This is an optimization exercise on Yosys and OpenROAD, whose aim is small area, a short achievable clock period and few clock cycles per item, not a production implementation.
At most, simulation tests tie the RTL to the original design; equivalence was not proved.
Function not checked in run 4: the RTL went through the layout flow alone.

==> design/flow/design.v <==
`timescale 1ns / 1ps
package sha256_pkg;
  typedef enum logic {
    OP_ABSORB = 1'b0,
    OP_FINISH = 1'b1
  } op_e;
  typedef struct packed {
    op_e        op;
    logic [7:0] data;
  } item_t;
  localparam logic [255:0] SHA_IV = {
    32'h5be0cd19, 32'h1f83d9ab, 32'h9b05688c, 32'h510e527f,
    32'ha54ff53a, 32'h3c6ef372, 32'hbb67ae85, 32'h6a09e667
  };
  localparam logic [7:0]  PAD_BYTE   = 8'h80;
endpackage
`timescale 1ns / 1ps
module sha256_front (
  input  logic       clk_i,
  input  logic       rst_ni,
  input  logic       s_axis_tvalid,
  output logic       s_axis_tready,
  input  logic [7:0] s_axis_tdata,    
  input  logic       s_axis_tuser,    
  output logic       q_valid_o,
  output sha256_pkg::item_t      q_item_o,
  input  logic       q_ready_i
);
  logic [8:0]  entry0_q, entry1_q;
  logic        wr_ptr_q, rd_ptr_q;
  logic [1:0]  cnt_q, cnt_d;
  logic        full_q;
  logic        push, pop;
  assign s_axis_tready = ~full_q;
  assign push          = s_axis_tvalid & ~full_q;
  assign q_valid_o     = (cnt_q != 2'd0);
  assign pop           = q_valid_o & q_ready_i;
  assign q_item_o      = rd_ptr_q ? entry1_q : entry0_q;
  assign cnt_d         = cnt_q + {1'b0, push} - {1'b0, pop};
  always_ff @(posedge clk_i or negedge rst_ni) begin
    if (!rst_ni) begin
      wr_ptr_q <= 1'b0;
      rd_ptr_q <= 1'b0;
      cnt_q    <= 2'd0;
      full_q   <= 1'b0;
    end else begin
      if (push) wr_ptr_q <= ~wr_ptr_q;
      if (pop)  rd_ptr_q <= ~rd_ptr_q;
      cnt_q  <= cnt_d;
      full_q <= (cnt_d == 2'd2);
    end
  end
  always_ff @(posedge clk_i) begin
    if (push && !wr_ptr_q) entry0_q <= {s_axis_tuser, s_axis_tdata};
    if (push &&  wr_ptr_q) entry1_q <= {s_axis_tuser, s_axis_tdata};
  end
endmodule
`timescale 1ns / 1ps
module sha256_core (
  input  logic              clk_i,
  input  logic              rst_ni,
  input  logic              blk_rdy_i,
  input  logic              blk_first_i,
  input  logic              blk_last_i,
  input  logic [15:0][31:0] blk_i,
  output logic              take_o,
  output logic              m_axis_tvalid,
  input  logic              m_axis_tready,
  output logic [31:0]       m_axis_tdata,
  output logic [2:0]        m_axis_tuser,
  output logic              m_axis_tlast
);
  function automatic logic [31:0] big0(input logic [31:0] x);
    big0 = {x[1:0], x[31:2]} ^ {x[12:0], x[31:13]} ^ {x[21:0], x[31:22]};
  endfunction
  function automatic logic [31:0] big1(input logic [31:0] x);
    big1 = {x[5:0], x[31:6]} ^ {x[10:0], x[31:11]} ^ {x[24:0], x[31:25]};
  endfunction
  function automatic logic [31:0] small0(input logic [31:0] x);
    small0 = {x[6:0], x[31:7]} ^ {x[17:0], x[31:18]} ^ {3'b000, x[31:3]};
  endfunction
  function automatic logic [31:0] small1(input logic [31:0] x);
    small1 = {x[16:0], x[31:17]} ^ {x[18:0], x[31:19]} ^ {10'b0, x[31:10]};
  endfunction
  function automatic logic [31:0] choose(input logic [31:0] e, input logic [31:0] f,
                                         input logic [31:0] g);
    choose = (e & f) ^ (~e & g);
  endfunction
  function automatic logic [31:0] major(input logic [31:0] a, input logic [31:0] b,
                                        input logic [31:0] c);
    major = (a & b) ^ (a & c) ^ (b & c);
  endfunction
  function automatic logic [31:0] round_k(input logic [5:0] t);
    unique case (t)
      6'd0: round_k = 32'h428a2f98;
      6'd1: round_k = 32'h71374491;
      6'd2: round_k = 32'hb5c0fbcf;
      6'd3: round_k = 32'he9b5dba5;
      6'd4: round_k = 32'h3956c25b;
      6'd5: round_k = 32'h59f111f1;
      6'd6: round_k = 32'h923f82a4;
      6'd7: round_k = 32'hab1c5ed5;
      6'd8: round_k = 32'hd807aa98;
      6'd9: round_k = 32'h12835b01;
      6'd10: round_k = 32'h243185be;
      6'd11: round_k = 32'h550c7dc3;
      6'd12: round_k = 32'h72be5d74;
      6'd13: round_k = 32'h80deb1fe;
      6'd14: round_k = 32'h9bdc06a7;
      6'd15: round_k = 32'hc19bf174;
      6'd16: round_k = 32'he49b69c1;
      6'd17: round_k = 32'hefbe4786;
      6'd18: round_k = 32'h0fc19dc6;
      6'd19: round_k = 32'h240ca1cc;
      6'd20: round_k = 32'h2de92c6f;
      6'd21: round_k = 32'h4a7484aa;
      6'd22: round_k = 32'h5cb0a9dc;
      6'd23: round_k = 32'h76f988da;
      6'd24: round_k = 32'h983e5152;
      6'd25: round_k = 32'ha831c66d;
      6'd26: round_k = 32'hb00327c8;
      6'd27: round_k = 32'hbf597fc7;
      6'd28: round_k = 32'hc6e00bf3;
      6'd29: round_k = 32'hd5a79147;
      6'd30: round_k = 32'h06ca6351;
      6'd31: round_k = 32'h14292967;
      6'd32: round_k = 32'h27b70a85;
      6'd33: round_k = 32'h2e1b2138;
      6'd34: round_k = 32'h4d2c6dfc;
      6'd35: round_k = 32'h53380d13;
      6'd36: round_k = 32'h650a7354;
      6'd37: round_k = 32'h766a0abb;
      6'd38: round_k = 32'h81c2c92e;
      6'd39: round_k = 32'h92722c85;
      6'd40: round_k = 32'ha2bfe8a1;
      6'd41: round_k = 32'ha81a664b;
      6'd42: round_k = 32'hc24b8b70;
      6'd43: round_k = 32'hc76c51a3;
      6'd44: round_k = 32'hd192e819;
      6'd45: round_k = 32'hd6990624;
      6'd46: round_k = 32'hf40e3585;
      6'd47: round_k = 32'h106aa070;
      6'd48: round_k = 32'h19a4c116;
      6'd49: round_k = 32'h1e376c08;
      6'd50: round_k = 32'h2748774c;
      6'd51: round_k = 32'h34b0bcb5;
      6'd52: round_k = 32'h391c0cb3;
      6'd53: round_k = 32'h4ed8aa4a;
      6'd54: round_k = 32'h5b9cca4f;
      6'd55: round_k = 32'h682e6ff3;
      6'd56: round_k = 32'h748f82ee;
      6'd57: round_k = 32'h78a5636f;
      6'd58: round_k = 32'h84c87814;
      6'd59: round_k = 32'h8cc70208;
      6'd60: round_k = 32'h90befffa;
      6'd61: round_k = 32'ha4506ceb;
      6'd62: round_k = 32'hbef9a3f7;
      6'd63: round_k = 32'hc67178f2;
    endcase
  endfunction
  function automatic logic [31:0] iv(input int i);
    iv = sha256_pkg::SHA_IV[32*i +: 32];
  endfunction
  logic [31:0] a1_q, a2_q, a3_q;
  logic [31:0] e0_q, e1_q, e2_q, e3_q;
  logic [31:0] t1_q, hkw_q, dhkw_q, kw_q;
  logic [15:0][31:0] w_q;
  logic [7:0][31:0]  chain_q;
  logic [5:0]  rnd_q, kidx_q, kidx_d;
  logic        run_q, fin_q, pre_q, pre_d;
  logic        hfirst_q, hlast_q;
  logic        obusy_q, ovalid_q, took_q, olast_q;
  logic [2:0]  oidx_q;
  logic        stall, take, ld_iv, last_rnd;
  logic [31:0] h0, h1, h2, h3, h4, h5, h6, h7;
  logic [31:0] s1, ch, esum, tsum, asum, sched;
  logic [31:0] sum1, sum2, sum3;
  logic [31:0] wsel, xh, hh, xd1, xd2;
  always_comb begin
    h0 = hfirst_q ? iv(0) : chain_q[0];
    h1 = hfirst_q ? iv(1) : chain_q[1];
    h2 = hfirst_q ? iv(2) : chain_q[2];
    h3 = hfirst_q ? iv(3) : chain_q[3];
    h4 = hfirst_q ? iv(4) : chain_q[4];
    h5 = hfirst_q ? iv(5) : chain_q[5];
    h6 = hfirst_q ? iv(6) : chain_q[6];
    h7 = hfirst_q ? iv(7) : chain_q[7];
  end
  assign stall    = fin_q & obusy_q;
  assign take     = blk_rdy_i & pre_q & ((fin_q & ~obusy_q) | (~run_q & ~fin_q));
  assign ld_iv    = take & blk_first_i;
  assign last_rnd = run_q & (rnd_q == 6'd63);
  assign take_o   = take;
  assign s1    = big1(e0_q);
  assign ch    = choose(e0_q, e1_q, e2_q);
  assign esum  = dhkw_q + s1 + ch;
  assign tsum  = hkw_q + s1 + ch;
  assign asum  = t1_q + big0(a1_q) + major(a1_q, a2_q, a3_q);
  assign sched = small1(w_q[14]) + w_q[9] + small0(w_q[1]) + w_q[0];
  assign sum1  = a1_q + h1;
  assign sum2  = a2_q + h2;
  assign sum3  = a3_q + h3;
  always_comb begin
    wsel = (run_q && rnd_q != 6'd63) ? w_q[2] : (kidx_q[0] ? blk_i[1] : blk_i[0]);
    if (run_q) begin
      xh  = e2_q;
      hh  = (rnd_q == 6'd62) ? h0 : 32'h0;
      xd1 = a2_q;
      xd2 = (rnd_q == 6'd62) ? h4 : 32'h0;
    end else begin
      xh  = blk_first_i ? iv(7) : e3_q;
      hh  = 32'h0;
      xd1 = blk_first_i ? iv(3) : a3_q;
      xd2 = (fin_q && !blk_first_i) ? h3 : 32'h0;
    end
  end
  always_comb begin
    pre_d = pre_q;
    if (last_rnd) pre_d = blk_rdy_i;
    else if (!run_q && !fin_q && blk_rdy_i) pre_d = 1'b1;
    if (take) pre_d = 1'b0;
    if (take) kidx_d = 6'd2;
    else if (run_q) begin
      if (rnd_q == 6'd63) kidx_d = 6'd1;
      else if (rnd_q == 6'd62) kidx_d = 6'd0;
      else kidx_d = kidx_q + 6'd1;
    end else if (fin_q) kidx_d = stall ? 6'd1 : 6'd0;
    else kidx_d = pre_d ? 6'd1 : 6'd0;
  end
  always_ff @(posedge clk_i or negedge rst_ni) begin
    if (!rst_ni) begin
      run_q    <= 1'b0;
      fin_q    <= 1'b0;
      pre_q    <= 1'b0;
      kidx_q   <= 6'd0;
      obusy_q  <= 1'b0;
      ovalid_q <= 1'b0;
      took_q   <= 1'b0;
    end else begin
      pre_q  <= pre_d;
      kidx_q <= kidx_d;
      if (take) begin
        run_q <= 1'b1;
      end else if (last_rnd) begin
        run_q <= 1'b0;
      end
      if (last_rnd) fin_q <= 1'b1;
      else if (fin_q && !stall) fin_q <= 1'b0;
      if (fin_q && !stall && hlast_q) begin
        obusy_q  <= 1'b1;
        ovalid_q <= 1'b1;
      end else begin
        if (ovalid_q && m_axis_tready) begin
          ovalid_q <= 1'b0;
          took_q   <= 1'b1;
        end
        if (took_q) begin
          took_q <= 1'b0;
          if (oidx_q == 3'd7) obusy_q <= 1'b0;
          else ovalid_q <= 1'b1;
        end
      end
    end
  end
  always_ff @(posedge clk_i) begin
    if (take) begin
      rnd_q    <= 6'd0;
      hfirst_q <= blk_first_i;
      hlast_q  <= blk_last_i;
    end else if (run_q) begin
      rnd_q <= rnd_q + 6'd1;
    end
    if (fin_q && !stall && hlast_q) begin
      oidx_q  <= 3'd0;
      olast_q <= 1'b0;
    end else if (took_q) begin
      oidx_q  <= oidx_q + 3'd1;
      olast_q <= (oidx_q == 3'd6);
    end
    if (!stall) kw_q <= round_k(kidx_q) + wsel;
    hkw_q  <= xh + kw_q + hh;
    dhkw_q <= xd1 + xd2 + xh + kw_q;
    for (int i = 0; i < 15; i++) w_q[i] <= take ? blk_i[i] : w_q[i+1];
    w_q[15] <= take ? blk_i[15] : sched;
    if (run_q) begin
      t1_q <= tsum;
      e0_q <= esum;
      if (rnd_q == 6'd63) begin
        e1_q <= e0_q + h5;
        e2_q <= e1_q + h6;
        e3_q <= e2_q + h7;
      end else begin
        e1_q <= e0_q;
        e2_q <= e1_q;
        e3_q <= e2_q;
      end
      a1_q <= (rnd_q == 6'd0) ? h0 : asum;
      a2_q <= a1_q;
      a3_q <= a2_q;
    end else if (ld_iv) begin
      a1_q <= iv(1);
      a2_q <= iv(2);
      a3_q <= iv(3);
      e0_q <= iv(4);
      e1_q <= iv(5);
      e2_q <= iv(6);
      e3_q <= iv(7);
    end else if (fin_q && !stall) begin
      a1_q <= sum1;
      a2_q <= sum2;
      a3_q <= sum3;
    end
    if (fin_q && !stall) begin
      chain_q[0] <= asum;
      chain_q[1] <= sum1;
      chain_q[2] <= sum2;
      chain_q[3] <= sum3;
      chain_q[4] <= e0_q;
      chain_q[5] <= e1_q;
      chain_q[6] <= e2_q;
      chain_q[7] <= e3_q;
    end else if (took_q) begin
      for (int i = 0; i < 7; i++) chain_q[i] <= chain_q[i+1];
    end
  end
  assign m_axis_tvalid = ovalid_q;
  assign m_axis_tdata  = chain_q[0];
  assign m_axis_tuser  = oidx_q;
  assign m_axis_tlast  = olast_q;
endmodule
`timescale 1ns / 1ps
module sha256_back (
  input  logic              clk_i,
  input  logic              rst_ni,
  input  logic              q_valid_i,
  input  sha256_pkg::item_t q_item_i,
  output logic              q_ready_o,
  input  logic              take_i,
  output logic              blk_rdy_o,
  output logic              blk_first_o,
  output logic              blk_last_o,
  output logic [15:0][31:0] blk_o
);
  logic [15:0][31:0] m_q;
  logic [23:0] acc_q;
  logic [1:0]  bcnt_q;
  logic [3:0]  wcnt_q;
  logic        mfull_q;
  logic        pad_q, p80_q, lenok_q;
  logic [5:0]  ffill_q;
  logic [54:0] blkcnt_q;
  logic        msgfirst_q, bfirst_q, blast_q;
  logic        is_fin, pop, push, blk_done, fin_blk;
  logic [31:0] pword, padword;
  logic [63:0] len;
  assign is_fin = (q_item_i.op == sha256_pkg::OP_FINISH);
  assign len    = {blkcnt_q, ffill_q, 3'b000};
  always_comb begin
    unique case (bcnt_q)
      2'd0: padword = {sha256_pkg::PAD_BYTE, 24'h0};
      2'd1: padword = {acc_q[7:0], sha256_pkg::PAD_BYTE, 16'h0};
      2'd2: padword = {acc_q[15:0], sha256_pkg::PAD_BYTE, 8'h0};
      default: padword = {acc_q[23:0], sha256_pkg::PAD_BYTE};
    endcase
  end
  always_comb begin
    q_ready_o = ~pad_q & (is_fin | ~((bcnt_q == 2'd3) & mfull_q));
    pop       = q_valid_i & q_ready_o;
    push      = 1'b0;
    pword     = {acc_q, q_item_i.data};
    if (pop && !is_fin && bcnt_q == 2'd3) push = 1'b1;
    if (pad_q && !mfull_q) begin
      push = 1'b1;
      if (!p80_q)                          pword = padword;
      else if (lenok_q && wcnt_q == 4'd14) pword = len[63:32];
      else if (lenok_q && wcnt_q == 4'd15) pword = len[31:0];
      else                                 pword = 32'h0;
    end
    blk_done = push & (wcnt_q == 4'd15);
    fin_blk  = pad_q & p80_q & lenok_q;
  end
  always_ff @(posedge clk_i or negedge rst_ni) begin
    if (!rst_ni) begin
      bcnt_q     <= 2'd0;
      wcnt_q     <= 4'd0;
      mfull_q    <= 1'b0;
      pad_q      <= 1'b0;
      p80_q      <= 1'b0;
      lenok_q    <= 1'b0;
      blkcnt_q   <= 55'd0;
      msgfirst_q <= 1'b1;
    end else begin
      if (push) wcnt_q <= wcnt_q + 4'd1;
      if (take_i) mfull_q <= 1'b0;
      if (blk_done) begin
        mfull_q    <= 1'b1;
        msgfirst_q <= fin_blk;
      end
      if (pop) begin
        if (is_fin) begin
          pad_q   <= 1'b1;
          p80_q   <= 1'b0;
          lenok_q <= 1'b0;
        end else begin
          bcnt_q <= bcnt_q + 2'd1;
          if (bcnt_q == 2'd3 && wcnt_q == 4'd15) blkcnt_q <= blkcnt_q + 55'd1;
        end
      end
      if (pad_q && push) begin
        if (!p80_q) begin
          p80_q  <= 1'b1;
          bcnt_q <= 2'd0;
          if (wcnt_q <= 4'd13) lenok_q <= 1'b1;
        end
        if (blk_done) begin
          if (fin_blk) begin
            pad_q    <= 1'b0;
            lenok_q  <= 1'b0;
            blkcnt_q <= 55'd0;
          end else begin
            lenok_q <= 1'b1;
          end
        end
      end
    end
  end
  always_ff @(posedge clk_i) begin
    if (push) begin
      for (int i = 0; i < 15; i++) m_q[i] <= m_q[i+1];
      m_q[15] <= pword;
    end
    if (pop && !is_fin) acc_q <= {acc_q[15:0], q_item_i.data};
    if (pop && is_fin) ffill_q <= {wcnt_q, bcnt_q};
    if (blk_done) begin
      bfirst_q <= msgfirst_q;
      blast_q  <= fin_blk;
    end
  end
  assign blk_rdy_o   = mfull_q;
  assign blk_first_o = bfirst_q;
  assign blk_last_o  = blast_q;
  assign blk_o       = m_q;
endmodule
`timescale 1ns / 1ps
module sha256_byte_stream_hasher_top (
  input  logic        clk_i,
  input  logic        rst_ni,
  input  logic        s_axis_tvalid,
  output logic        s_axis_tready,
  input  logic [7:0]  s_axis_tdata,    
  input  logic        s_axis_tuser,    
  output logic        m_axis_tvalid,
  input  logic        m_axis_tready,
  output logic [31:0] m_axis_tdata,    
  output logic [2:0]  m_axis_tuser,    
  output logic        m_axis_tlast     
);
  logic              q_valid;
  logic              q_ready;
  sha256_pkg::item_t q_item;
  logic              take;
  logic              blk_rdy, blk_first, blk_last;
  logic [15:0][31:0] blk;
  sha256_front u_front (
    .clk_i         (clk_i),
    .rst_ni        (rst_ni),
    .s_axis_tvalid (s_axis_tvalid),
    .s_axis_tready (s_axis_tready),
    .s_axis_tdata  (s_axis_tdata),
    .s_axis_tuser  (s_axis_tuser),
    .q_valid_o     (q_valid),
    .q_item_o      (q_item),
    .q_ready_i     (q_ready)
  );
  sha256_back u_back (
    .clk_i       (clk_i),
    .rst_ni      (rst_ni),
    .q_valid_i   (q_valid),
    .q_item_i    (q_item),
    .q_ready_o   (q_ready),
    .take_i      (take),
    .blk_rdy_o   (blk_rdy),
    .blk_first_o (blk_first),
    .blk_last_o  (blk_last),
    .blk_o       (blk)
  );
  sha256_core u_core (
    .clk_i         (clk_i),
    .rst_ni        (rst_ni),
    .blk_rdy_i     (blk_rdy),
    .blk_first_i   (blk_first),
    .blk_last_i    (blk_last),
    .blk_i         (blk),
    .take_o        (take),
    .m_axis_tvalid (m_axis_tvalid),
    .m_axis_tready (m_axis_tready),
    .m_axis_tdata  (m_axis_tdata),
    .m_axis_tuser  (m_axis_tuser),
    .m_axis_tlast  (m_axis_tlast)
  );
endmodule
==> design/flow/flow/run.sh <==
#!/bin/bash
set -euo pipefail
MARGIN=$(cat flow/margin.txt)
sed "s/SETUP_SLACK_MARGIN=[0-9.]*/SETUP_SLACK_MARGIN=${MARGIN}/" standard.sh > standard_margin.sh
bash standard_margin.sh > standard.log 2>&1
==> design/flow/flow/margin.txt <==
8
==> design/flow/standard.sh <==
#!/bin/bash
# synth_recipe.tcl (not shown) runs the flow's synth.tcl, then flattens the netlist and writes it again
# the make line also repeats each setting of config.mk as NAME=value (left out here)
make -C /OpenROAD-flow-scripts/flow DESIGN_CONFIG=/design/flow/config.mk WORK_HOME=/design/flow/orfs CLKGATE_MAP_FILE= SYNTH_SCRIPT=/design/flow/synth_recipe.tcl "${@:-finish}"
==> design/flow/config.mk <==
export PLATFORM = sky130hd
export DESIGN_NAME = sha256_byte_stream_hasher_top
export DESIGN_NICKNAME = sha256_byte_stream_hasher_top
export VERILOG_FILES = /design/flow/design.v
export SDC_FILE = /design/flow/constraint.sdc
export NUM_CORES = 4
export LEC_CHECK = 0
export ABC_CLOCK_PERIOD_IN_PS = 4000
export CAP_MARGIN = 20
export CORE_MARGIN = 2
export CORE_UTILIZATION = 50
export SETUP_SLACK_MARGIN = 5
export SLEW_MARGIN = 20
==> design/flow/constraint.sdc <==
create_clock -name core_clock -period 12.0 [get_ports {clk_i}]
set_input_delay 2.4000 -clock core_clock [delete_from_list [all_inputs] [get_ports {clk_i}]]
set_output_delay 2.4000 -clock core_clock [all_outputs]
set_load 0.01 [all_outputs]
==> results of run 1 <==
## logic make-up after synthesis
kind of cell	Yosys count
multiplexers	110
AND/OR/NAND/NOR	3547
XOR/XNOR	648
AO/OA/AOI/OAI	1930
flip-flops	1777
buffers and inverters	990
adder cells (fa/ha/maj)	713
## per-stage QoR
step,cell area [um2],setup slack [ns],std cells
after global placement,99000,5.95,11861
after CTS,114000,7.10,12630
after floorplan,96700,7.21,9715
final,117000,7.13,12809
after detailed placement,99000,5.94,11861
after global routing,117000,6.98,12807
## cells in the final DEF, fill, tap and decap left out, types with 203 or more instances in the layout
master / count
xnor2_1: 350
o21ai_0: 429
inv_1: 461
ha_1: 339
edfxtp_1: 1108
a21oi_1: 368
fa_1: 239
nand2_1: 2263
a21o_1: 203
nor2_1: 423
buf_4: 445
dfxtp_1: 533
## sequential cells by signal (all words and copies together), names as in the netlist, 9 cells and up
register and flops:
u_core.e3_q 32, u_back.acc_q 24, u_core.a3_q 32, u_core.kw_q 32
u_core.e1_q 32, u_core.w_q 512, u_front.entry1_q 9, u_core.chain_q 256
u_back.m_q 512, u_core.e2_q 32, u_core.hkw_q 32, u_core.t1_q 32
u_core.dhkw_q 32, u_core.e0_q 32, u_core.a2_q 32, u_core.a1_q 32
u_back.blkcnt_q 55, u_front.entry0_q 9
## repair_timing
action | 4_1_cts | 5_1_grt
pin swaps | 360 | 384
resized for setup | 1029 | 479
setup buffers | 376 | 173
cloned | 32 | 3
endpoints found under the setup margin | 1111 | 556
## cell type report
cell class | instances | area share
clock inverters | 112 | 0.0107
diodes | 3 | 0.0000640
flip-flops and latches | 1777 | 0.403
well taps | 2511 | 0.0268
inverters | 499 | 0.0171
repair buffers | 706 | 0.0631
clock buffers | 249 | 0.0448
multi-input cells | 6952 | 0.435
## layer usage
layer  vias up  GRT usage  part of all wire
met5         -          0          0.000082
met4         4      0.156             0.055
met3       782     0.0622             0.085
met2      3332      0.530              0.46
met1     37412      0.451              0.40
li1      34251          -                 -
## worst min-delay path: cells and delay by family, from the launching register on
| kind | cells | cell delay [ns] |
|---|---|---|
| and+or+nand+nor | 2 | 0.09 |
| DFF | 1 | 0.30 |
## final timing paths
path	end	slack, ns
worst max-delay path	u_core.dhkw_q[28]	7.13
worst min-delay path	u_core.w_q[225]	0.40
worst max register to register	u_core.dhkw_q[28]	7.13
worst min register to register	u_core.w_q[225]	0.40
max in group asynchronous	u_front.rd_ptr_q	9.25
min in group asynchronous	u_back.blkcnt_q[41]	1.51
==> results.yml, run 1 <==
critical_path:
  r2r-start: "u_core.run_q"
  worstRegToRegCells: 20
  path_cells: "buf_12 > nor2_4 > buf_12 > buf_4 > a22o_1 > fa_1 > inv_1 > fa_1 > inv_1 > ha_4 > and4_4 > nand2_2 > o211ai_1 > a21oi_2 > o32ai_4 > a2111oi_4 > or3_4 > o21ai_4 > or4_1 > nand3_1"
  crit_required_ns: 12.78
  worstSetupStartpointType: "flop"
  critPathTopFamily: "compound AO/OA/AOI/OAI gates"
  worstSetupStartpoint: "u_core.run_q"
  path_buf_inv: 5
  slowest_delay_ns: 0.54
  path_class: "reg -> reg"
  critPathSlowestCell: "dfrtp_4"
  crit_fanout: 5
  cp_num_cells: 20
  cp-end-kind: "flop"
  critPathArrivalTime_ns: 5.65
layout:
  syn2layout_area_growth_pct: 22.0
  final_layout_size_suffix_gt1_frac: 0.195
  finalNetCount: 10844
  seq_area_um2: 47200
  n_fill_cell: 15729
  multi_input_area_um2: 51000
  fin_util: 0.615
die:
  io_pins: 51
  rows: 160
  start_util: 0.504
  core_um2: 191000
  die_h_um: 442
  die_w_um: 442
  die_area_um2: 196000
placement:
  gp_congestion: 0.992
  dp_hpwl_um: 226000
  io_buffer_count: 50
global_routing:
  globalRoute.totalOverflow: 0
  grtUsageTotal: 0.337
  antenna_found_initial: 9
  grt_pass1_wl_um: 488000
  grt_start_max_net_pins: 193
  grt_pass1_vias: 72016
clock_network:
  clk_latency_ns: 0.87
  clk_pin_slew_ns: 0.06
  cts_hold_buffers: 0
  root_buffer: "clkbuf_16"
  cts_tree: "built"
  clock-sinks: 1777
  cts_buffer_depth: 3
  numCtsBuffers: 191
  h-tree-depth: 4
routing:
  vias_per_cell: 5.92
  drc_errors: 0
  antenna_left: 0
  via_count: 75781
  drt-total-wl_um: 341000
  drt-initial-drc-count: 7749
  dr.pass1.iters: 6
  routedWlPerCell_um: 26.6
timing:
  maxSlewHeadroom: 0.197
  timing.setup.tns_ns: 0
  rsz0062_at_grt: "yes"
  max_clock_freq_mhz: 205
  setup_viol: 0
  fin_crit_ns: 4.87
  final_max_slew_viol_count: 0
  whs_ns: 0.404
  fin_crit_sh: 0.406
  hold_violations: 0
  tightest_slew_ns: 1.19
  fin_skew_ns: 0.0523
yosys:
  seq_area_frac_synth: 0.490
  synthXorXnorAreaFrac: 0.0590
  synth_top_family_by_area: "simple AND/OR/NAND/NOR gates"
  yosysWarnings: 3
  synth_most_common_cell: "nand2_1"
  synthMuxAreaShare: 0.0136
  yosys.area_share.simple: 0.157
  ys_async_sr_fraction: 0.0467
  synth_edf_count: 1108
  yosys.area.top_type_share: 0.346
  synthCells: 9715
  syn_nets: 10432
  syn_avg_cell_area_um2: 9.90
  synth_seq_cells: 1777
  synth-compound-area-share: 0.127
  synth_area_um2: 96100
  synth.distinct_cells: 100
  synth_common_cells: "2300 x nand2_1, 1108 x edfxtp_1, 586 x dfxtp_1"
  synth_adder_area_share: 0.113
  yosysTopAreaCell: "edfxtp_1"
  netlist_top_cells_area: "edfxtp_1 35%, dfxtp_1 12%, nand2_1 9.0%, ha_1 5.8%, fa_1 5.4%"
  ys.flop_type: "edfxtp_1"
worst_hold_path:
  min_path_cells: 2
  hold_class: "reg -> reg"
  worstHoldStart: "u_core.w_q[257]"
run_status:
  status: "finished clean"
run:
  maxCapViolCount: 0
Testbench counts, summed over its fixed seeds: cycles 72,300, bytes 62,794.
==> inputs of run 2 (changes only) <==
==> design/flow/flow/margin.txt (replaced) <==
8.5
--- a/design/flow/config.mk
+++ b/design/flow/config.mk
@@ -5,9 +5,9 @@
 export SDC_FILE = /design/flow/constraint.sdc
 export NUM_CORES = 4
 export LEC_CHECK = 0
-export ABC_CLOCK_PERIOD_IN_PS = 4000
 export CAP_MARGIN = 20
 export CORE_MARGIN = 2
 export CORE_UTILIZATION = 50
 export SETUP_SLACK_MARGIN = 5
 export SLEW_MARGIN = 20
+export TNS_END_PERCENT = 0
==> results.yml, run 2 <==
run_status:
  status: "finished clean"
critical_path:
  critPathArrivalTime_ns: 5.52
  critPathSlowestCell: "nor3_1"
  slowest_delay_ns: 0.76
  r2r-start: "u_core.hfirst_q"
  worstRegToRegCells: 14
  path_cells: "buf_12 > buf_4 > or2_2 > ha_1 > nor3_1 > o2111ai_1 > nand3_1 > o21ai_0 > a31oi_1 > o21ai_0 > a21o_1 > nand3_1 > mux2i_1 > a22o_1"
  critPathTopFamily: "compound AO/OA/AOI/OAI gates"
  crit_fanout: 6
  cp-end-kind: "flop"
  cp_num_cells: 14
  path_buf_inv: 2
  worstSetupStartpointType: "flop"
  worstSetupStartpoint: "u_core.hfirst_q"
  crit_required_ns: 12.57
  path_class: "reg -> reg"
layout:
  final_layout_size_suffix_gt1_frac: 0.0950
  syn2layout_area_growth_pct: 12.5
  largestRegisters: "u_back.m_q (512), u_core.w_q (512), u_core.chain_q (256)"
  fin_area_um2: 108000
  fin_util: 0.567
  final_cell_count_no_fill: 12366
  most-common-layout-cells: "2286 x nand2_1, 1108 x edfxtp_1, 571 x dfxtp_1, 537 x o21ai_0, 486 x inv_1"
  finalNetCount: 10399
  final_common_cell: "nand2_1"
clock_network:
  root_buffer: "clkbuf_16"
  cts_tree: "built"
  numCtsBuffers: 191
  h-tree-depth: 4
  cts_buffer_depth: 3
  clk_pin_slew_ns: 0.06
  clock-sinks: 1777
  cts_hold_buffers: 0
  clk_latency_ns: 0.88
worst_hold_path:
  worstHoldStart: "u_core.w_q[503]"
  min_path_cells: 2
  hold_class: "reg -> reg"
yosys:
  yosys.area.top_type_share: 0.346
  ys.flop_type: "edfxtp_1"
  synth_edf_count: 1108
  synth.distinct_cells: 100
  syn_nets: 10432
  synth_area_um2: 96100
  seq_area_frac_synth: 0.490
  netlist_top_cells_area: "edfxtp_1 35%, dfxtp_1 12%, nand2_1 9.0%, ha_1 5.8%, fa_1 5.4%"
  synth_common_cells: "2300 x nand2_1, 1108 x edfxtp_1, 586 x dfxtp_1"
  ys_async_sr_fraction: 0.0467
  synthCells: 9715
  yosysTopAreaCell: "edfxtp_1"
  synth_most_common_cell: "nand2_1"
  yosysWarnings: 3
  syn_avg_cell_area_um2: 9.90
  synth_seq_cells: 1777
timing:
  fin_skew_ns: 0.0719
  rsz0062_at_grt: "yes"
  setup_viol: 0
  final_max_slew_viol_count: 0
  max_clock_freq_mhz: 202
  tightest_slew_ns: 1.27
  hold_violations: 0
  setup_ws_ns: 7.05
  maxSlewHeadroom: 0.142
  timing.setup.tns_ns: 0
  fin_crit_sh: 0.412
  fin_crit_ns: 4.95
run:
  maxCapViolCount: 0
placement:
  place_area_um2: 98700
  gp_congestion: 0.958
  io_buffer_count: 50
  dp_hpwl_um: 235000
  dp_cells: 11876
  preCtsSetupSlack_ns: 5.68
die:
  die_h_um: 442
  start_util: 0.504
  rows: 160
  die_area_um2: 196000
  core_um2: 191000
  io_pins: 51
  die_w_um: 442
routing:
  vias_per_cell: 5.83
  via_count: 72071
  drt-total-wl_um: 327000
  dr.pass1.iters: 7
  drt-initial-drc-count: 6827
  drc_errors: 0
  routedWlPerCell_um: 26.4
  antenna_left: 0
global_routing:
  antenna_found_initial: 9
  grt_start_max_net_pins: 191
  grtUsageTotal: 0.326
  globalRoute.totalOverflow: 0
  grt_pass1_vias: 69006
  grt_pass1_wl_um: 473000
[run 2: cell counts after synthesis]
Identical to the previous run, type by type.
[run 2: per-stage QoR]
step                hold slack, ns
floorplan                    0.399
global placement             0.400
detailed placement           0.403
CTS                          0.382
global route                 0.404
finish                       0.388
[run 2: cell families (layout without fill, tap and decap cells)]
| group | after synthesis | in the layout | synth area share |
|---|---|---|---|
| other | 0 | 8 | 0 |
| adder cells (fa/ha/maj) | 713 | 713 | 0.113 |
| AO/OA/AOI/OAI | 1930 | 1930 | 0.127 |
| XOR/XNOR | 648 | 648 | 0.0590 |
| flip-flops | 1777 | 1777 | 0.490 |
| multiplexers | 110 | 110 | 0.0136 |
| buffers and inverters | 990 | 1120 | 0.0399 |
| AND/OR/NAND/NOR | 3547 | 3549 | 0.157 |
[run 2: worst min-delay path, stage by stage, from the launching register on]
cell     delay, ns
dfxtp_1       0.30
nand2_1       0.05
nand2_1       0.05
[run 2: cell type report]
cell class                 instances  area, um2
clock buffer                     246       5240
tap                             2511       3140
fill                           16514      82500
timing repair inverter             1       11.3
timing repair buffer             262       2850
antenna                            8       20.0
inverter                         499       1940
multi-input combinational       6950      46400
clock inverter                   112       1330
sequential                      1777      47100
[run 2: routing by layer]
layer  vias up  global-route usage  part of all wire
met5         -                   0          0.000034
met4         2               0.146             0.051
met3       609              0.0431             0.059
met2      2546               0.545              0.48
met1     35559               0.424              0.41
li1      33355                   -                 -
[run 2: worst paths after layout]
path,endpoint,slack [ns]
worst max register to register,u_core.e2_q[30],7.05
min in group asynchronous,u_back.blkcnt_q[6],1.51
worst min-delay path,u_core.w_q[471],0.39
worst max-delay path,u_core.e2_q[30],7.05
max in group asynchronous,u_core.kidx_q[4],9.22
worst min register to register,u_core.w_q[471],0.39
[run 2: timing repair]
action | CTS | global route
setup endpoints to repair | 1668 | 1475
pin swaps | 39 | 55
cloned | 14 | 3
buffers inserted | 70 | 37
gates resized for setup | 199 | 119
==> inputs of run 3 (changes only) <==
==> design/flow/run.sh (new file) <==
#!/bin/bash
# synth_recipe.tcl (not shown) runs the flow's synth.tcl, then flattens the netlist and writes it again
# the make line also repeats each setting of config.mk as NAME=value (left out here)
make -C /OpenROAD-flow-scripts/flow DESIGN_CONFIG=/design/flow/config.mk WORK_HOME=/design/flow/orfs CLKGATE_MAP_FILE= SYNTH_SCRIPT=/design/flow/synth_recipe.tcl finish
--- a/design/flow/config.mk
+++ b/design/flow/config.mk
@@ -5,9 +5,9 @@
 export SDC_FILE = /design/flow/constraint.sdc
 export NUM_CORES = 4
 export LEC_CHECK = 0
+export ABC_CLOCK_PERIOD_IN_PS = 4000
 export CAP_MARGIN = 20
 export CORE_MARGIN = 2
 export CORE_UTILIZATION = 50
 export SETUP_SLACK_MARGIN = 5
 export SLEW_MARGIN = 20
-export TNS_END_PERCENT = 0
removed: design/flow/flow/run.sh
removed: design/flow/flow/margin.txt
removed: design/flow/standard.sh
==> results.yml, run 3 <==
run_status:
  status: "finished clean"
layout:
  final_common_cell: "nand2_1"
  multi_input_area_um2: 45300
  syn2layout_area_growth_pct: 9.54
  fin_util: 0.553
  finalNetCount: 10273
  final_layout_size_suffix_gt1_frac: 0.0638
  largestRegisters: "u_back.m_q (512), u_core.w_q (512), u_core.chain_q (256)"
  most-common-layout-cells: "2295 x nand2_1, 1108 x edfxtp_1, 586 x dfxtp_1, 557 x o21ai_0, 492 x inv_1"
  n_fill_cell: 16858
  seq_area_um2: 47100
clock_network:
  cts_hold_buffers: 0
  h-tree-depth: 4
  clock-sinks: 1777
  cts_buffer_depth: 3
  clk_pin_slew_ns: 0.06
  numCtsBuffers: 189
  clk_latency_ns: 0.88
  cts_tree: "built"
  root_buffer: "clkbuf_16"
routing:
  wl_met3_um: 16400
  antenna_left: 0
  drt-total-wl_um: 313000
  drt-initial-drc-count: 6239
  drc_errors: 0
  via_count: 70460
  vias_per_cell: 5.76
  dr.max_layer_used: "met5"
  met1_length_um: 124000
  routedWlPerCell_um: 25.6
  dr.pass1.iters: 6
  met2_length_um: 155000
global_routing:
  antenna_found_initial: 7
  grt_pass1_wl_um: 457000
  grt_pass1_vias: 68651
  grt_start_max_net_pins: 213
  grtUsageTotal: 0.314
  globalRoute.totalOverflow: 0
die:
  die_area_um2: 196000
  die_w_um: 442
  core_um2: 191000
  die_h_um: 442
  io_pins: 51
  rows: 160
  start_util: 0.504
yosys:
  yosysWarnings: 3
  seq_area_frac_synth: 0.490
  netlist_top_cells_area: "edfxtp_1 35%, dfxtp_1 12%, nand2_1 9.0%, ha_1 5.8%, fa_1 5.4%"
  synth_area_um2: 96100
  synth_edf_count: 1108
  ys_async_sr_fraction: 0.0467
  synthCells: 9715
  synth.distinct_cells: 100
  synth_seq_cells: 1777
  syn_avg_cell_area_um2: 9.90
  yosys.area.top_type_share: 0.346
  syn_nets: 10432
  ys.flop_type: "edfxtp_1"
  yosysTopAreaCell: "edfxtp_1"
  synth_most_common_cell: "nand2_1"
  synth_common_cells: "2300 x nand2_1, 1108 x edfxtp_1, 586 x dfxtp_1"
timing:
  whs_ns: 0.410
  fin_crit_ns: 6.56
  maxSlewHeadroom: 0.149
  timing.setup.tns_ns: 0
  max_clock_freq_mhz: 152
  hold_violations: 0
  setup_viol: 0
  fin_skew_ns: 0.0659
  fin_crit_sh: 0.547
  setup_ws_ns: 5.44
  final_max_slew_viol_count: 0
  rsz0062_at_grt: "no"
  tightest_slew_ns: 1.28
critical_path:
  worstSetupStartpoint: "u_core.run_q"
  path_class: "reg -> reg"
  worstSetupStartpointType: "flop"
  slowest_delay_ns: 0.80
  crit_fanout: 94
  r2r-start: "u_core.run_q"
  critPathSlowestCell: "dfrtp_4"
  critPathArrivalTime_ns: 7.30
  crit_required_ns: 12.74
  cp-end-kind: "flop"
  path_cells: "buf_12 > or2_2 > nor2_2 > buf_4 > a22oi_1 > nor2_1 > fa_1 > inv_1 > fa_1 > inv_1 > ha_1 > and4_1 > nand3_1 > o32ai_1 > a2111oi_0 > or3_1 > o21ai_0 > a221oi_1 > xnor2_1"
placement:
  gp_congestion: 0.979
  io_buffer_count: 50
  dp_hpwl_um: 230000
  preCtsSetupSlack_ns: 5.10
worst_hold_path:
  worstHoldStart: "u_core.w_q[212]"
  hold_class: "reg -> reg"
run:
  maxCapViolCount: 0
## run 3: cell counts after synthesis
No cell type changed its count.
## run 3: kinds of logic (layout without fill, tap and decap cells)
kind of cell / after synthesis / count (layout) / share of synthesized area
buf+inv: 990 / 997 / 0.0399
simple gates: 3547 / 3547 / 0.157
flops: 1777 / 1777 / 0.490
fa+ha+maj: 713 / 713 / 0.113
compound gates: 1930 / 1930 / 0.127
other cells: 0 / 3 / 0
mux: 110 / 110 / 0.0136
xor+xnor: 648 / 648 / 0.0590
## run 3: critical path, delay by kind of cell, from the launching register on
kind,cells,cell delay [ns]
buf+inv,4,0.91
fa+ha+maj,3,1.38
simple gates,6,1.49
compound gates,5,1.69
flops,1,0.80
xor+xnor,1,0.16
## run 3: area by class of cell
class,instances,area share
Sequential cell,1777,0.447
Tap cell,2511,0.0298
Clock buffer,273,0.0526
Multi-Input combinational cell,6948,0.431
Antenna cell,3,0.0000713
Inverter,499,0.0180
Clock inverter,84,0.00997
Timing Repair Buffer,141,0.0118
## run 3: what timing repair did
item | 4_1_cts | 5_1_grt
gates resized for setup | 0 | 2
setup endpoints to repair | 0 | 5
setup buffers | 0 | 1
## run 3: metrics by stage
stage               instances  instance area [um2]
floorplan                9715                96100
global placement        11875                98700
detailed placement      11875                98700
CTS                     12232               105000
global route            12233               105000
finish                  12236               105000
## run 3: final timing paths
kind	slack, ns	cells past startpoint	to
setup reg to reg	5.44	19	u_core.dhkw_q[30]
hold / removal	0.41	2	u_core.w_q[180]
min in group asynchronous	1.51	1	u_front.cnt_q[1]
hold reg to reg	0.41	2	u_core.w_q[180]
max in group asynchronous	9.30	2	u_back.blkcnt_q[53]
setup / recovery	5.44	19	u_core.dhkw_q[30]
## run 3: layer usage
layer | GRT usage | vias up
met3 | 0.0404 | 628
met5 | 0 | -
li1 | - | 33074
met1 | 0.386 | 34444
met2 | 0.544 | 2310
met4 | 0.154 | 4
==> inputs of run 4 (changes only) <==
--- a/design/flow/design.v
+++ b/design/flow/design.v
@@ -29,10 +29,10 @@
   logic [8:0]  entry0_q, entry1_q;
   logic        wr_ptr_q, rd_ptr_q;
   logic [1:0]  cnt_q, cnt_d;
-  logic        full_q;
+  logic        rdy_q;
   logic        push, pop;
-  assign s_axis_tready = ~full_q;
-  assign push          = s_axis_tvalid & ~full_q;
+  assign s_axis_tready = rdy_q;
+  assign push          = s_axis_tvalid & rdy_q;
   assign q_valid_o     = (cnt_q != 2'd0);
   assign pop           = q_valid_o & q_ready_i;
   assign q_item_o      = rd_ptr_q ? entry1_q : entry0_q;
@@ -42,12 +42,12 @@
       wr_ptr_q <= 1'b0;
       rd_ptr_q <= 1'b0;
       cnt_q    <= 2'd0;
-      full_q   <= 1'b0;
+      rdy_q    <= 1'b1;
     end else begin
       if (push) wr_ptr_q <= ~wr_ptr_q;
       if (pop)  rd_ptr_q <= ~rd_ptr_q;
       cnt_q  <= cnt_d;
-      full_q <= (cnt_d == 2'd2);
+      rdy_q  <= (cnt_d != 2'd2);
     end
   end
   always_ff @(posedge clk_i) begin
@@ -197,9 +197,9 @@
   assign tsum  = hkw_q + s1 + ch;
   assign asum  = t1_q + big0(a1_q) + major(a1_q, a2_q, a3_q);
   assign sched = small1(w_q[14]) + w_q[9] + small0(w_q[1]) + w_q[0];
-  assign sum1  = a1_q + h1;
-  assign sum2  = a2_q + h2;
-  assign sum3  = a3_q + h3;
+  assign sum1  = (last_rnd ? e0_q : a1_q) + (last_rnd ? h5 : h1);
+  assign sum2  = (last_rnd ? e1_q : a2_q) + (last_rnd ? h6 : h2);
+  assign sum3  = (last_rnd ? e2_q : a3_q) + (last_rnd ? h7 : h3);
   always_comb begin
     wsel = (run_q && rnd_q != 6'd63) ? w_q[2] : (kidx_q[0] ? blk_i[1] : blk_i[0]);
     if (run_q) begin
@@ -286,9 +286,9 @@
       t1_q <= tsum;
       e0_q <= esum;
       if (rnd_q == 6'd63) begin
-        e1_q <= e0_q + h5;
-        e2_q <= e1_q + h6;
-        e3_q <= e2_q + h7;
+        e1_q <= sum1;
+        e2_q <= sum2;
+        e3_q <= sum3;
       end else begin
         e1_q <= e0_q;
         e2_q <= e1_q;
==> design/flow/flow/run.sh (new file) <==
#!/bin/bash
set -euo pipefail
MARGIN=$(cat flow/margin.txt)
sed "s/SETUP_SLACK_MARGIN=[0-9.]*/SETUP_SLACK_MARGIN=${MARGIN}/" standard.sh > standard_margin.sh
bash standard_margin.sh > standard.log 2>&1
==> design/flow/flow/margin.txt (new file) <==
8.5
==> design/flow/standard.sh (new file) <==
#!/bin/bash
# synth_recipe.tcl (not shown) runs the flow's synth.tcl, then flattens the netlist and writes it again
# the make line also repeats each setting of config.mk as NAME=value (left out here)
make -C /OpenROAD-flow-scripts/flow DESIGN_CONFIG=/design/flow/config.mk WORK_HOME=/design/flow/orfs CLKGATE_MAP_FILE= SYNTH_SCRIPT=/design/flow/synth_recipe.tcl "${@:-finish}"
--- a/design/flow/config.mk
+++ b/design/flow/config.mk
@@ -5,9 +5,9 @@
 export SDC_FILE = /design/flow/constraint.sdc
 export NUM_CORES = 4
 export LEC_CHECK = 0
-export ABC_CLOCK_PERIOD_IN_PS = 4000
 export CAP_MARGIN = 20
 export CORE_MARGIN = 2
 export CORE_UTILIZATION = 50
 export SETUP_SLACK_MARGIN = 5
 export SLEW_MARGIN = 20
+export TNS_END_PERCENT = 0
removed: design/flow/run.sh
==> results.yml, run 4 <==
timing:
  final_max_slew_viol_count: 0
  fin_skew_ns: 0.0492
  timing.setup.tns_ns: 0
  maxSlewHeadroom: 0.258
  fin_crit_sh: 0.459
  rsz0062_at_grt: "yes"
  fin_crit_ns: 5.51
  hold_violations: 0
  max_clock_freq_mhz: 182
  tightest_slew_ns: 1.11
  setup_viol: 0
global_routing:
  grt_pass1_vias: 66874
  grtUsageTotal: 0.319
  grt_start_max_net_pins: 181
  globalRoute.totalOverflow: 0
  antenna_found_initial: 7
  grt_pass1_wl_um: 442000
yosys:
  yosys.area.top_type_share: 0.360
  syn_avg_cell_area_um2: 9.77
  syn_nets: 10091
  netlist_top_cells_area: "edfxtp_1 36%, dfxtp_1 13%, nand2_1 11%, fa_1 5.5%, ha_1 4.8%"
  synthCells: 9470
  yosysTopAreaCell: "edfxtp_1"
  synth.distinct_cells: 105
  synth_common_cells: "2726 x nand2_1, 1108 x edfxtp_1, 586 x dfxtp_1"
  synth_edf_count: 1108
  ys_async_sr_fraction: 0.0467
  synth_area_um2: 92500
  seq_area_frac_synth: 0.509
  yosysWarnings: 3
  synth_most_common_cell: "nand2_1"
  synth_seq_cells: 1777
  ys.flop_type: "edfxtp_1"
clock_network:
  h-tree-depth: 4
  cts_hold_buffers: 0
  root_buffer: "clkbuf_16"
  cts_tree: "built"
  clk_pin_slew_ns: 0.06
  numCtsBuffers: 189
  cts_buffer_depth: 3
  clock-sinks: 1777
  clk_latency_ns: 0.85
layout:
  final_common_cell: "nand2_1"
  n_fill_cell: 16280
  finalNetCount: 9997
  syn2layout_area_growth_pct: 10.8
  most-common-layout-cells: "2718 x nand2_1, 1108 x edfxtp_1, 583 x dfxtp_1, 479 x o21ai_0, 459 x a21oi_1"
  diodes: 0
  largestRegisters: "u_back.m_q (512), u_core.w_q (512), u_core.chain_q (256)"
  final_cell_count_no_fill: 12006
  final_layout_size_suffix_gt1_frac: 0.0649
routing:
  routedWlPerCell_um: 25.3
  via_count: 69222
  drt-initial-drc-count: 7616
  drt-total-wl_um: 303000
  vias_per_cell: 5.77
  dr.pass1.iters: 6
  antenna_left: 0
  drc_errors: 0
critical_path:
  critPathSlowestCell: "dfrtp_4"
  cp-end-kind: "flop"
  crit_required_ns: 12.60
  path_class: "reg -> reg"
  slowest_delay_ns: 0.63
  cp_common_cell: "a21oi_1"
  critPathArrivalTime_ns: 6.10
  crit_fanout: 46
  worstSetupStartpointType: "flop"
  path_cells: "buf_12 > nand3_1 > nor2_4 > buf_8 > o21ai_0 > nand2_1 > ha_1 > inv_1 > fa_1 > nor2b_1 > o31a_1 > o21ai_1 > a21oi_1 > a41oi_1 > a21oi_2 > a21oi_1 > a21oi_1 > xnor2_1 > mux2_2"
die:
  die_h_um: 434
  die_area_um2: 189000
  rows: 157
  start_util: 0.504
  core_um2: 183000
  io_pins: 51
  die_w_um: 434
run_status:
  status: "finished clean"
run:
  maxCapViolCount: 0
placement:
  io_buffer_count: 50
  gp_congestion: 1.00
  dp_hpwl_um: 214000
  dp_cells: 11584
worst_hold_path:
  hold_class: "reg -> reg"
## run 4: cell count changes after synthesis, sizes merged, moves of 23 or more
| cell | previous run | this run |
|---|---|---|
| a211oi | 70 | 45 |
| a21o | 205 | 149 |
| ha | 445 | 352 |
| inv | 495 | 468 |
| nand2 | 2300 | 2726 |
| nand3 | 115 | 139 |
| nor2b | 133 | 42 |
| nor3 | 129 | 91 |
| o21bai | 58 | 32 |
| o31ai | 41 | 18 |
| or2 | 119 | 13 |
| xnor2 | 433 | 401 |
| xor2 | 215 | 177 |
## run 4: worst paths after layout
path                                 startpoint                  end  slack [ns]  cells past startpoint
worst max-delay path               u_core.run_q   u_core.chain_q[94]        6.49                     19
worst min-delay path            u_core.w_q[377]      u_core.w_q[345]        0.40                      2
worst max register to register     u_core.run_q   u_core.chain_q[94]        6.49                     19
worst min register to register  u_core.w_q[377]      u_core.w_q[345]        0.40                      2
max in group asynchronous                rst_ni     u_core.kidx_q[0]        9.01                      2
min in group asynchronous                rst_ni  u_back.blkcnt_q[19]        1.53                      1
## run 4: what timing repair did
action                      CTS  global route
gates cloned                  6             3
pin swaps                    15            27
hold endpoints to repair      0             0
resized for setup            61            64
setup buffers                32            22
setup endpoints to repair  1628          1632
## run 4: metal layers
| metal | vias to the layer above | track usage | wire, um |
|---|---|---|---|
| met3 | 591 | 0.0557 | 24700 |
| li1 | 31974 | - | - |
| met4 | 4 | 0.150 | 16400 |
| met1 | 33633 | 0.418 | 121000 |
| met2 | 3020 | 0.514 | 141000 |
| met5 | - | 0 | 30 |
## run 4: layout make-up
| class | count | area [um2] | share of cell area |
|---|---|---|---|
| inverters | 471 | 1820 | 0.0178 |
| flip-flops and latches | 1777 | 47100 | 0.459 |
| well taps | 2464 | 3080 | 0.0301 |
| repair buffers | 205 | 2100 | 0.0205 |
| multi-input cells | 6730 | 42200 | 0.411 |
| clock buffers | 268 | 5230 | 0.0510 |
| clock inverters | 89 | 1040 | 0.0102 |
| repair inverters | 2 | 13.8 | 0.000134 |
## run 4: cell families (layout without fill, tap and decap cells)
logic type / after synthesis / after routing / share of synthesized area
muxes: 102 / 102 / 0.0129
xor gates and xnor gates: 578 / 578 / 0.0547
DFF: 1777 / 1777 / 0.509
AOI/OAI and AO/OA: 1724 / 1724 / 0.117
and+or+nand+nor: 3708 / 3709 / 0.163
adders and majority gates: 617 / 617 / 0.104
buffers and inverters: 964 / 1035 / 0.0404
## run 4: critical path: cells and delay by family (launching register included)
| family | cells | cell delay (ns) |
|---|---|---|
| xor gates and xnor gates | 1 | 0.14 |
| and+or+nand+nor | 4 | 0.77 |
| buffers and inverters | 3 | 0.63 |
| muxes | 1 | 0.28 |
| AOI/OAI and AO/OA | 8 | 2.09 |
| DFF | 1 | 0.63 |
| adders and majority gates | 2 | 0.70 |
## run 4: through the flow
stage / hold slack (ns) / util / instance area [um2] / setup slack (ns)
floorplan: 0.399 / - / 92700 / 7.20
global placement: 0.401 / 0.519 / 95100 / 5.86
detailed placement: 0.403 / 0.519 / 95100 / 5.81
CTS: 0.394 / 0.556 / 102000 / 6.58
global route: 0.418 / 0.559 / 103000 / 6.54
finish: 0.401 / 0.559 / 103000 / 6.49
==> inputs of run 5 (changes only) <==
--- a/design/flow/design.v
+++ b/design/flow/design.v
@@ -163,7 +163,7 @@
   endfunction
   logic [31:0] a1_q, a2_q, a3_q;
   logic [31:0] e0_q, e1_q, e2_q, e3_q;
-  logic [31:0] t1_q, hkw_q, dhkw_q, kw_q;
+  logic [31:0] t1_q, hkw_q, dhkw_q, kwa_q, kwd_q, k_q;
   logic [15:0][31:0] w_q;
   logic [7:0][31:0]  chain_q;
   logic [5:0]  rnd_q, kidx_q, kidx_d;
@@ -175,7 +175,7 @@
   logic [31:0] h0, h1, h2, h3, h4, h5, h6, h7;
   logic [31:0] s1, ch, esum, tsum, asum, sched;
   logic [31:0] sum1, sum2, sum3;
-  logic [31:0] wsel, xh, hh, xd1, xd2;
+  logic [31:0] wsel, xh, xd, ha, hd;
   always_comb begin
     h0 = hfirst_q ? iv(0) : chain_q[0];
     h1 = hfirst_q ? iv(1) : chain_q[1];
@@ -197,21 +197,25 @@
   assign tsum  = hkw_q + s1 + ch;
   assign asum  = t1_q + big0(a1_q) + major(a1_q, a2_q, a3_q);
   assign sched = small1(w_q[14]) + w_q[9] + small0(w_q[1]) + w_q[0];
-  assign sum1  = (last_rnd ? e0_q : a1_q) + (last_rnd ? h5 : h1);
-  assign sum2  = (last_rnd ? e1_q : a2_q) + (last_rnd ? h6 : h2);
-  assign sum3  = (last_rnd ? e2_q : a3_q) + (last_rnd ? h7 : h3);
+  assign sum1  = a1_q + h1;
+  assign sum2  = a2_q + h2;
+  assign sum3  = a3_q + h3;
   always_comb begin
     wsel = (run_q && rnd_q != 6'd63) ? w_q[2] : (kidx_q[0] ? blk_i[1] : blk_i[0]);
+    ha   = 32'h0;
+    hd   = 32'h0;
+    if (run_q && rnd_q == 6'd61) begin
+      ha = h0;
+      hd = h4;
+    end else if (!kidx_q[0] && (last_rnd || !run_q)) begin
+      hd = blk_first_i ? iv(3) : (last_rnd ? h3 : 32'h0);
+    end
     if (run_q) begin
-      xh  = e2_q;
-      hh  = (rnd_q == 6'd62) ? h0 : 32'h0;
-      xd1 = a2_q;
-      xd2 = (rnd_q == 6'd62) ? h4 : 32'h0;
+      xh = e2_q;
+      xd = a2_q;
     end else begin
-      xh  = blk_first_i ? iv(7) : e3_q;
-      hh  = 32'h0;
-      xd1 = blk_first_i ? iv(3) : a3_q;
-      xd2 = (fin_q && !blk_first_i) ? h3 : 32'h0;
+      xh = blk_first_i ? iv(7) : e3_q;
+      xd = blk_first_i ? 32'h0 : a3_q;
     end
   end
   always_comb begin
@@ -277,18 +281,22 @@
       oidx_q  <= oidx_q + 3'd1;
       olast_q <= (oidx_q == 3'd6);
     end
-    if (!stall) kw_q <= round_k(kidx_q) + wsel;
-    hkw_q  <= xh + kw_q + hh;
-    dhkw_q <= xd1 + xd2 + xh + kw_q;
+    k_q <= round_k(kidx_d);
+    if (!stall) begin
+      kwa_q <= k_q + wsel + ha;
+      kwd_q <= k_q + wsel + hd;
+    end
+    hkw_q  <= xh + kwa_q;
+    dhkw_q <= xd + xh + kwd_q;
     for (int i = 0; i < 15; i++) w_q[i] <= take ? blk_i[i] : w_q[i+1];
     w_q[15] <= take ? blk_i[15] : sched;
     if (run_q) begin
       t1_q <= tsum;
       e0_q <= esum;
       if (rnd_q == 6'd63) begin
-        e1_q <= sum1;
-        e2_q <= sum2;
-        e3_q <= sum3;
+        e1_q <= e0_q + h5;
+        e2_q <= e1_q + h6;
+        e3_q <= e2_q + h7;
       end else begin
         e1_q <= e0_q;
         e2_q <= e1_q;
==> design/flow/run.sh (new file) <==
#!/bin/bash
# synth_recipe.tcl (not shown) runs the flow's synth.tcl, then flattens the netlist and writes it again
# the make line also repeats each setting of config.mk as NAME=value (left out here)
make -C /OpenROAD-flow-scripts/flow DESIGN_CONFIG=/design/flow/config.mk WORK_HOME=/design/flow/orfs CLKGATE_MAP_FILE= SYNTH_SCRIPT=/design/flow/synth_recipe.tcl finish
--- a/design/flow/config.mk
+++ b/design/flow/config.mk
@@ -5,9 +5,9 @@
 export SDC_FILE = /design/flow/constraint.sdc
 export NUM_CORES = 4
 export LEC_CHECK = 0
+export ABC_CLOCK_PERIOD_IN_PS = 4000
 export CAP_MARGIN = 20
 export CORE_MARGIN = 2
 export CORE_UTILIZATION = 50
 export SETUP_SLACK_MARGIN = 5
 export SLEW_MARGIN = 20
-export TNS_END_PERCENT = 0
removed: design/flow/flow/run.sh
removed: design/flow/flow/margin.txt
removed: design/flow/standard.sh
==> results.yml, run 5 <==
die:
  rows: 162
  start_util: 0.503
  core_um2: 195000
  die_h_um: 447
  io_pins: 51
  die_w_um: 447
  die_area_um2: 200000
critical_path:
  critPathSlowestCell: "fa_1"
  slowest_delay_ns: 0.42
  worstRegToRegCells: 28
  crit_required_ns: 12.58
  worstReg2RegEnd: "u_core.kwa_q[28]"
  cp_common_cell: "ha_1"
  path_class: "reg -> reg"
  critPathArrivalTime_ns: 7.26
  crit_fanout: 35
  r2r_setup_slack_ns: 5.32
  r2r-start: "u_core.rnd_q[0]"
  cp-end-kind: "flop"
  worstSetupStartpointType: "flop"
yosys:
  synth_edf_count: 1140
  synth_seq_cells: 1841
  syn_avg_cell_area_um2: 9.97
  synthCells: 9844
  syn_nets: 10554
  synth_common_cells: "2374 x nand2_1, 1140 x edfxtp_1, 618 x dfxtp_1"
  yosysTopAreaCell: "edfxtp_1"
  yosys.area.top_type_share: 0.349
  synth_most_common_cell: "nand2_1"
  ys.flop_type: "edfxtp_1"
  synth.distinct_cells: 105
  netlist_top_cells_area: "edfxtp_1 35%, dfxtp_1 13%, nand2_1 9.1%, ha_1 6.3%, xnor2_1 4.7%"
  synth_area_um2: 98100
  seq_area_frac_synth: 0.496
  yosysWarnings: 3
  ys_async_sr_fraction: 0.0451
clock_network:
  clock-sinks: 1841
  clk_latency_ns: 0.86
  clk_pin_slew_ns: 0.06
  cts_buffer_depth: 3
  h-tree-depth: 4
  numCtsBuffers: 200
  cts_tree: "built"
  cts_hold_buffers: 0
  root_buffer: "clkbuf_16"
layout:
  most-common-layout-cells: "2368 x nand2_1, 1140 x edfxtp_1, 618 x dfxtp_1, 585 x a21oi_1, 521 x xnor2_1"
  final_layout_size_suffix_gt1_frac: 0.0688
  syn2layout_area_growth_pct: 10.1
  largestRegisters: "u_back.m_q (512), u_core.w_q (512), u_core.chain_q (256)"
  finalNetCount: 10424
  final_common_cell: "nand2_1"
placement:
  io_buffer_count: 50
  preCtsSetupSlack_ns: 3.93
  dp_hpwl_um: 240000
  gp_congestion: 0.988
global_routing:
  grt_pass1_wl_um: 474000
  grt_start_max_net_pins: 159
  antenna_found_initial: 13
  globalRoute.totalOverflow: 0
  grtUsageTotal: 0.322
  grt_pass1_vias: 69615
routing:
  antenna_left: 0
  drc_errors: 0
  drt-initial-drc-count: 7325
  drt-total-wl_um: 325000
  via_count: 72824
  dr.pass1.iters: 8
  vias_per_cell: 5.82
  routedWlPerCell_um: 26.0
worst_hold_path:
  hold_class: "reg -> reg"
  min_to: "u_core.w_q[232]"
  worstHoldStart: "u_core.w_q[264]"
  min_path_cells: 2
timing:
  maxSlewHeadroom: 0.196
  fin_crit_ns: 6.68
  fin_skew_ns: 0.0445
  timing.setup.tns_ns: 0
  rsz0062_at_grt: "yes"
  setup_ws_ns: 5.32
  tightest_slew_ns: 1.20
  fin_crit_sh: 0.557
  setup_viol: 0
  final_max_slew_viol_count: 0
  max_clock_freq_mhz: 150
  hold_violations: 0
run_status:
  status: "finished clean"
run:
  maxCapViolCount: 0
==> run 5: cell types whose count changed in the layout (fill, tap and decap cells not counted), moves of 111 or more <==
| cell | delta |
|---|---|
| xnor2_1 | +129 |
| or2_2 | +111 |
| inv_1 | -157 |
| nand2_1 | -350 |
| ha_1 | +150 |
| a21oi_1 | +126 |
==> run 5: metrics by stage <==
stage | cells | util | area [um2] | hold WS, ns
3_3_place_gp | 12126 | 0.517 | 101000 | 0.402
6_report | 12523 | 0.554 | 108000 | 0.410
4_1_cts | 12511 | 0.553 | 108000 | 0.413
3_5_place_dp | 12126 | 0.517 | 101000 | 0.403
5_1_grt | 12519 | 0.554 | 108000 | 0.425
2_1_floorplan | 9844 | - | 98100 | 0.399
==> run 5: worst max path at each step <==
stage,cells past startpoint,startpoint,slack [ns],endpoint
final,28,u_core.rnd_q[0],5.32,u_core.kwa_q[28]
after floorplan,6,u_core.fin_q,5.08,u_core.chain_q[0]
after global routing,29,u_core.rnd_q[0],4.91,u_core.kwd_q[31]
after detailed placement,27,u_core.run_q,3.93,u_core.kwa_q[28]
after global placement,27,u_core.run_q,3.99,u_core.kwa_q[28]
after CTS,29,u_core.rnd_q[0],5.06,u_core.kwd_q[31]
==> run 5: worst max-delay path, delay by kind of cell, from the launching register on <==
| kind | cells | cell delay [ns] |
|---|---|---|
| compound gates | 11 | 2.34 |
| xor+xnor | 1 | 0.11 |
| buf+inv | 3 | 0.50 |
| flops | 1 | 0.36 |
| fa+ha+maj | 4 | 1.33 |
| mux | 1 | 0.21 |
| simple gates | 8 | 1.48 |
==> run 5: logic make-up after synthesis <==
logic type / share of synthesized area
xor gates and xnor gates: 0.0678
adders and majority gates: 0.107
and+or+nand+nor: 0.157
muxes: 0.00928
buffers and inverters: 0.0323
DFF: 0.496
AOI/OAI and AO/OA: 0.130
==> run 5: layout make-up <==
| class | instances | area (um2) |
|---|---|---|
| tap | 2624 | 3280 |
| sequential | 1841 | 48700 |
| clock inverter | 102 | 1260 |
| fill | 17341 | 87000 |
| timing repair buffer | 165 | 1500 |
| inverter | 306 | 1170 |
| antenna | 6 | 15.0 |
| multi-input combinational | 7200 | 46500 |
| clock buffer | 279 | 5620 |
==> run 5: per-layer routing <==
layer	share of wire	global-route usage	vias up
met5	0.00011	0	-
met4	0.053	0.152	6
met3	0.065	0.0506	571
met2	0.46	0.509	2621
met1	0.42	0.435	35745
li1	-	-	33881
==> run 5: repair_timing <==
item | CTS | global route
gates resized for setup | 13 | 20
endpoints found under the setup margin | 26 | 12
pin swaps | 0 | 5
cloned | 0 | 1
buffers inserted | 4 | 3
Testbench counts of run 5, summed over its fixed seeds: cycles 72,300, bytes 62,794.

## static timing again, ports no longer ideal
How much do the figures lean on ideal ports? The routed layouts below were timed once more, with nothing changed but the port constraints.
Step 1, drivers: a clkbuf_16 drives clk_i and a buf_2 each remaining input, both assumed.
Step 2 also shifts input and output timing later by t, the mid clock arrival at the registers, as if the neighbouring blocks saw the same clock.
Three values: ideal ports, drivers, drivers and shift; two values: the first two.
| run | t (ns) | slack for setup (ns) | worst setup path at the end | pins driven straight from the clock port |
|---|---|---|---|---|
| run 1 | 0.935 | 7.129 / 7.129 / 7.129 | register to register | 1 |
| run 2 | 0.933 | 7.051 / 7.051 / 7.051 | register to register | 1 |
| run 3 | 0.934 | 5.437 / 5.437 / 5.437 | register to register | 1 |
| run 4 | 0.909 | 6.494 / 6.494 / 6.494 | register to register | 1 |
| run 5 | 0.932 | 5.319 / 5.319 / 5.319 | register to register | 1 |
After both steps every run listed still meets setup and hold.
